What follows belongs to an exercise in optimizing a design on an open flow for small area and a short achievable clock period; a production flow would make more cautious choices.
In this exercise RTL edits were held to simulation tests only and were not proved equivalent to the original.
Power and IR drop assume default switching activity.

## cmd_track_top
module cmd_track_top (
   input  logic                          clk,
   input  logic                          rst_n,
   input  logic [8-1:0]         issue_tag,
   input  logic                          issue_valid,
   output logic                          issue_ready,
   output logic [$clog2(16)-1:0]        issue_slot,
   input  logic [$clog2(16)-1:0]        cpl_slot,
   input  logic                          cpl_valid,
   output logic [$clog2(16)-1:0]        to_slot,
   output logic [8-1:0]         to_tag,
   output logic [16-1:0]          to_age,
   output logic                          to_valid,
   input  logic                          to_ready,
   input  logic                          reg_we,
   input  logic [2-1:0]        reg_addr,
   input  logic [16-1:0]          reg_wdata,
   input  logic [2-1:0]        reg_addr_rd,
   output logic [16-1:0]          reg_rdata
);
For scale: ~88 I/O pins, about 23000 um^2 of cells after synthesis.
==> module cmd_track_top, before the edit <==
module cmd_track_top (
   input  logic                          clk,
   input  logic                          rst_n,
   input  logic [8-1:0]         issue_tag,
   input  logic                          issue_valid,
   output logic                          issue_ready,
   output logic [$clog2(16)-1:0]        issue_slot,
   input  logic [$clog2(16)-1:0]        cpl_slot,
   input  logic                          cpl_valid,
   output logic [$clog2(16)-1:0]        to_slot,
   output logic [8-1:0]         to_tag,
   output logic [16-1:0]          to_age,
   output logic                          to_valid,
   input  logic                          to_ready,
   input  logic                          reg_we,
   input  logic [2-1:0]        reg_addr,
   input  logic [16-1:0]          reg_wdata,
   input  logic [2-1:0]        reg_addr_rd,
   output logic [16-1:0]          reg_rdata
);
localparam int N  = 16;
localparam int SW = $clog2(16);
localparam int TW = 8;
localparam int AW = 16;
cmd_track_pkg::cmd_reg_req_t   reg_req;
cmd_track_pkg::cmd_cfg_t       cfg;
assign reg_req.we = reg_we;
assign reg_req.addr = reg_addr;
assign reg_req.wdata = reg_wdata;
logic [AW-1:0]  now_q;
logic [N-1:0]   busy_q;
logic [TW-1:0]  tag_q   [N];
logic [AW-1:0]  stamp_q [N];
logic [N*N-1:0] ord_q;
logic           rec_valid_q;
logic [AW-1:0]  rec_age_q;
logic           rec_lo_q;
logic           to_valid_q;
logic [SW-1:0]  to_slot_q;
logic [TW-1:0]  to_tag_q;
logic [N-1:0]   free_oh;
logic [N-1:0]   half_oh;
logic [N-1:0]   old_oh;
logic [N-1:0]   rec_oh;
logic [AW-1:0]  stamp_lo;
logic [AW-1:0]  stamp_hi;
logic [AW-1:0]  age_lo;
logic [AW-1:0]  age_hi;
logic           wrap_lo;
logic           wrap_hi;
logic           any_lo;
logic           any_hi;
logic           lo_older;
logic           cpl_hit_rec;
logic           cpl_half;
logic [N-1:0]   cpl_oh;
logic [N-1:0]   clr;
logic [SW-1:0]  old_slot;
logic [TW-1:0]  old_tag;
logic           any_busy;
logic           cpl_hit;
logic           fire;
logic           to_fire;
always_comb
begin
   for (int i = 0; i < N; i++)
   begin
      free_oh[i] = ~busy_q[i];
      for (int j = 0; j < i; j++)
      begin
         free_oh[i] = free_oh[i] & busy_q[j];
      end
   end
end
always_comb
begin
   for (int i = 0; i < N; i++)
   begin
      half_oh[i] = busy_q[i];
      for (int j = 0; j < N; j++)
      begin
         if ((j / (N/2)) == (i / (N/2)))
         begin
            if (j < i)
               half_oh[i] = half_oh[i] & (~busy_q[j] | ~ord_q[j*N+i]);
            else if (j > i)
               half_oh[i] = half_oh[i] & (~busy_q[j] | ord_q[i*N+j]);
         end
      end
   end
end
always_comb
begin
   stamp_lo = '0;
   stamp_hi = '0;
   for (int i = 0; i < N/2; i++)
   begin
      stamp_lo = stamp_lo | (half_oh[i] ? stamp_q[i] : '0);
      stamp_hi = stamp_hi | (half_oh[i+N/2] ? stamp_q[i+N/2] : '0);
   end
end
assign any_lo = |busy_q[N/2-1:0];
assign any_hi = |busy_q[N-1:N/2];
assign {wrap_lo, age_lo} = {1'b0, now_q} - {1'b0, stamp_lo};
assign {wrap_hi, age_hi} = {1'b0, now_q} - {1'b0, stamp_hi};
assign lo_older = !any_hi ||
                  (any_lo && ((wrap_lo != wrap_hi) ? wrap_lo : (stamp_lo < stamp_hi)));
assign old_oh = lo_older ? {{(N/2){1'b0}}, half_oh[N/2-1:0]} :
                           {half_oh[N-1:N/2], {(N/2){1'b0}}};
assign rec_oh = rec_lo_q ? {{(N/2){1'b0}}, half_oh[N/2-1:0]} :
                           {half_oh[N-1:N/2], {(N/2){1'b0}}};
always_comb
begin
   logic [TW-1:0]   tag_lo;
   logic [TW-1:0]   tag_hi;
   logic [SW-2:0]   slot_lo;
   logic [SW-2:0]   slot_hi;
   issue_slot = '0;
   tag_lo = '0;
   tag_hi = '0;
   slot_lo = '0;
   slot_hi = '0;
   for (int i = 0; i < N; i++)
   begin
      issue_slot = issue_slot | (free_oh[i] ? i[SW-1:0] : '0);
   end
   for (int i = 0; i < N/2; i++)
   begin
      tag_lo = tag_lo | (half_oh[i] ? tag_q[i] : '0);
      tag_hi = tag_hi | (half_oh[i+N/2] ? tag_q[i+N/2] : '0);
      slot_lo = slot_lo | (half_oh[i] ? i[SW-2:0] : '0);
      slot_hi = slot_hi | (half_oh[i+N/2] ? i[SW-2:0] : '0);
   end
   old_tag = rec_lo_q ? tag_lo : tag_hi;
   old_slot = rec_lo_q ? {1'b0, slot_lo} : {1'b1, slot_hi};
end
assign issue_ready = ~&busy_q;
assign any_busy = |busy_q;
always_comb
begin
   for (int i = 0; i < N; i++)
   begin
      cpl_oh[i] = cpl_valid && (cpl_slot == i[SW-1:0]);
   end
end
assign cpl_half = cpl_valid && half_oh[cpl_slot];
assign cpl_hit = cpl_half && (cpl_slot[SW-1] != lo_older);
assign cpl_hit_rec = cpl_half && (cpl_slot[SW-1] != rec_lo_q);
assign fire = cfg.en && rec_valid_q && (rec_age_q >= cfg.thresh) &&
              !to_valid_q && !cpl_hit_rec;
assign clr = cpl_oh | (fire ? rec_oh : '0);
assign to_fire = to_valid_q & to_ready;
always_ff @(posedge clk)
begin
   if (!rst_n)
   begin
      now_q <= '0;
      busy_q <= '0;
      rec_valid_q <= 1'b0;
      to_valid_q <= 1'b0;
   end
   else
   begin
      now_q <= now_q + 1'b1;
      busy_q <= (busy_q & ~clr) | (issue_valid ? free_oh : '0);
      rec_valid_q <= any_busy && !cpl_hit && !fire;
      if (fire)
      begin
         to_valid_q <= 1'b1;
      end
      else if (to_ready)
      begin
         to_valid_q <= 1'b0;
      end
   end
end
always_ff @(posedge clk)
begin
   rec_lo_q <= lo_older;
   if (!fire && !(to_valid_q && !to_ready))
   begin
      rec_age_q <= lo_older ? age_lo : age_hi;
   end
   if (fire)
   begin
      to_slot_q <= old_slot;
      to_tag_q <= old_tag;
   end
end
for (genvar i = 0; i < N; i++)
begin : g_slot
   always_ff @(posedge clk)
   begin
      if (free_oh[i])
      begin
         tag_q[i] <= issue_tag;
         stamp_q[i] <= now_q;
      end
   end
   for (genvar j = i + 1; j < (i / (N/2) + 1) * (N/2); j++)
   begin : g_ord
      always_ff @(posedge clk)
      begin
         if (free_oh[j])
            ord_q[i*N+j] <= 1'b1;
         else if (free_oh[i])
            ord_q[i*N+j] <= 1'b0;
      end
   end
end
assign to_valid = to_valid_q;
assign to_slot = to_slot_q;
assign to_tag = to_tag_q;
assign to_age = rec_age_q;
cmd_track_cfg u_cfg (
   .clk          (clk),
   .rst_n        (rst_n),
   .reg_req      (reg_req),
   .reg_addr_rd  (reg_addr_rd),
   .reg_rdata    (reg_rdata),
   .cfg          (cfg),
   .to_fire      (to_fire)
);
endmodule
==> flow/config.mk <==
export PLATFORM = sky130hd
export DESIGN_NAME = cmd_track_top
export DESIGN_NICKNAME = cmd_track_top
export VERILOG_FILES = /design/flow/design.v
export SDC_FILE = /design/flow/constraint.sdc
export NUM_CORES = 4
export LEC_CHECK = 0
export CAP_MARGIN = 20
export CORE_MARGIN = 2
export CORE_UTILIZATION = 75
export CTS_CLUSTER_DIAMETER = 80
export CTS_CLUSTER_SIZE = 25
export SLEW_MARGIN = 20
==> flow/constraint.sdc <==
create_clock -name core_clock -period 11.5 [get_ports {clk}]
set_input_delay 2.3000 -clock core_clock [delete_from_list [all_inputs] [get_ports {clk}]]
set_output_delay 2.3000 -clock core_clock [all_outputs]
set_load 0.01 [all_outputs]
standard.sh (not shown) runs the stock make flow with config.mk's settings and CLKGATE_MAP_FILE= SYNTH_SCRIPT=/design/flow/synth_recipe.tcl, a recipe that flattens the netlist after the stock synthesis.
==> flow/flow/run.sh <==
#!/bin/bash
# The standard layout, with plain buffers (buf_1) on the ports instead of the
# delay cells buffer_ports picks by default, and timing repair aiming for
# 6.0 ns of setup slack; make's output goes to standard_flow.log, each tool's
# log stays under orfs/logs
set -euo pipefail
export BUFFER_PORTS_ARGS="-buffer_cell sky130_fd_sc_hd__buf_1"
bash standard.sh finish SETUP_SLACK_MARGIN=6.0 > standard_flow.log 2>&1
==> next run, changes <==
--- a/flow/design.v
+++ b/flow/design.v
@@ -133,9 +133,8 @@
 logic           any_lo;
 logic           any_hi;
 logic           lo_older;
 logic           cpl_hit_rec;
-logic           cpl_half;
 logic [N-1:0]   cpl_oh;
 logic [N-1:0]   clr;
 logic [SW-1:0]  old_slot;
 logic [TW-1:0]  old_tag;
@@ -192,30 +191,17 @@
 assign rec_oh = rec_lo_q ? {{(N/2){1'b0}}, half_oh[N/2-1:0]} :
                            {half_oh[N-1:N/2], {(N/2){1'b0}}};
 always_comb
 begin
-   logic [TW-1:0]   tag_lo;
-   logic [TW-1:0]   tag_hi;
-   logic [SW-2:0]   slot_lo;
-   logic [SW-2:0]   slot_hi;
    issue_slot = '0;
-   tag_lo = '0;
-   tag_hi = '0;
-   slot_lo = '0;
-   slot_hi = '0;
+   old_slot = '0;
+   old_tag = '0;
    for (int i = 0; i < N; i++)
    begin
       issue_slot = issue_slot | (free_oh[i] ? i[SW-1:0] : '0);
-   end
-   for (int i = 0; i < N/2; i++)
-   begin
-      tag_lo = tag_lo | (half_oh[i] ? tag_q[i] : '0);
-      tag_hi = tag_hi | (half_oh[i+N/2] ? tag_q[i+N/2] : '0);
-      slot_lo = slot_lo | (half_oh[i] ? i[SW-2:0] : '0);
-      slot_hi = slot_hi | (half_oh[i+N/2] ? i[SW-2:0] : '0);
-   end
-   old_tag = rec_lo_q ? tag_lo : tag_hi;
-   old_slot = rec_lo_q ? {1'b0, slot_lo} : {1'b1, slot_hi};
+      old_slot = old_slot | (rec_oh[i] ? i[SW-1:0] : '0);
+      old_tag = old_tag | (rec_oh[i] ? tag_q[i] : '0);
+   end
 end
 assign issue_ready = ~&busy_q;
 assign any_busy = |busy_q;
 always_comb
@@ -224,11 +210,10 @@
    begin
       cpl_oh[i] = cpl_valid && (cpl_slot == i[SW-1:0]);
    end
 end
-assign cpl_half = cpl_valid && half_oh[cpl_slot];
-assign cpl_hit = cpl_half && (cpl_slot[SW-1] != lo_older);
-assign cpl_hit_rec = cpl_half && (cpl_slot[SW-1] != rec_lo_q);
+assign cpl_hit = |(cpl_oh & old_oh);
+assign cpl_hit_rec = |(cpl_oh & rec_oh);
 assign fire = cfg.en && rec_valid_q && (rec_age_q >= cfg.thresh) &&
               !to_valid_q && !cpl_hit_rec;
 assign clr = cpl_oh | (fire ? rec_oh : '0);
 assign to_fire = to_valid_q & to_ready;
After rerunning: The changed run ran to the end with no violations; setup slack is better by 4.2 ps; flip-flop and latch count stays the same; final area increases slightly; via count increases by a few percent; cell count increases by a few percent; total power increases slightly; combinational power increases by a few percent; die area increases slightly; worst hold slack is about the same; count of clock-buffer cells in the layout increases by 3; wire length increases by a little under a tenth; global-route usage increases by 1.9 points; utilization increases by 0.81 points.

==> what the ideal ports hide <==
No port has a modelled driver above. Below, the same layouts with a new extraction and two added sets of constraints. Step 1: set_driving_cell puts a clkbuf_16 on clk and a buf_2 on each other input, an assumption about the parent block. Step 2 adds t to the input delays and takes it off the output delays; t is the mean of the earliest and latest rising clock arrival at the registers after step 1. Input paths then give back, and output paths get back, about the clock's delay inside the block. Three values: no drivers, after step 1, after step 2; two values: the first two.
run | shift t [ns] | setup slack, ns | hold WS [ns]
the first run | 0.645 | 6.090 / 6.068 / 6.068 | 0.467 / 0.467 / 0.467
the second run | 0.643 | 6.094 / 6.069 / 6.011 | 0.469 / 0.469 / 0.469
After both steps setup and hold are still met in every run listed. For the second run, which loses most, drivers alone change the setup slack by -0.025 ns; drivers and shift together by -0.083 ns.
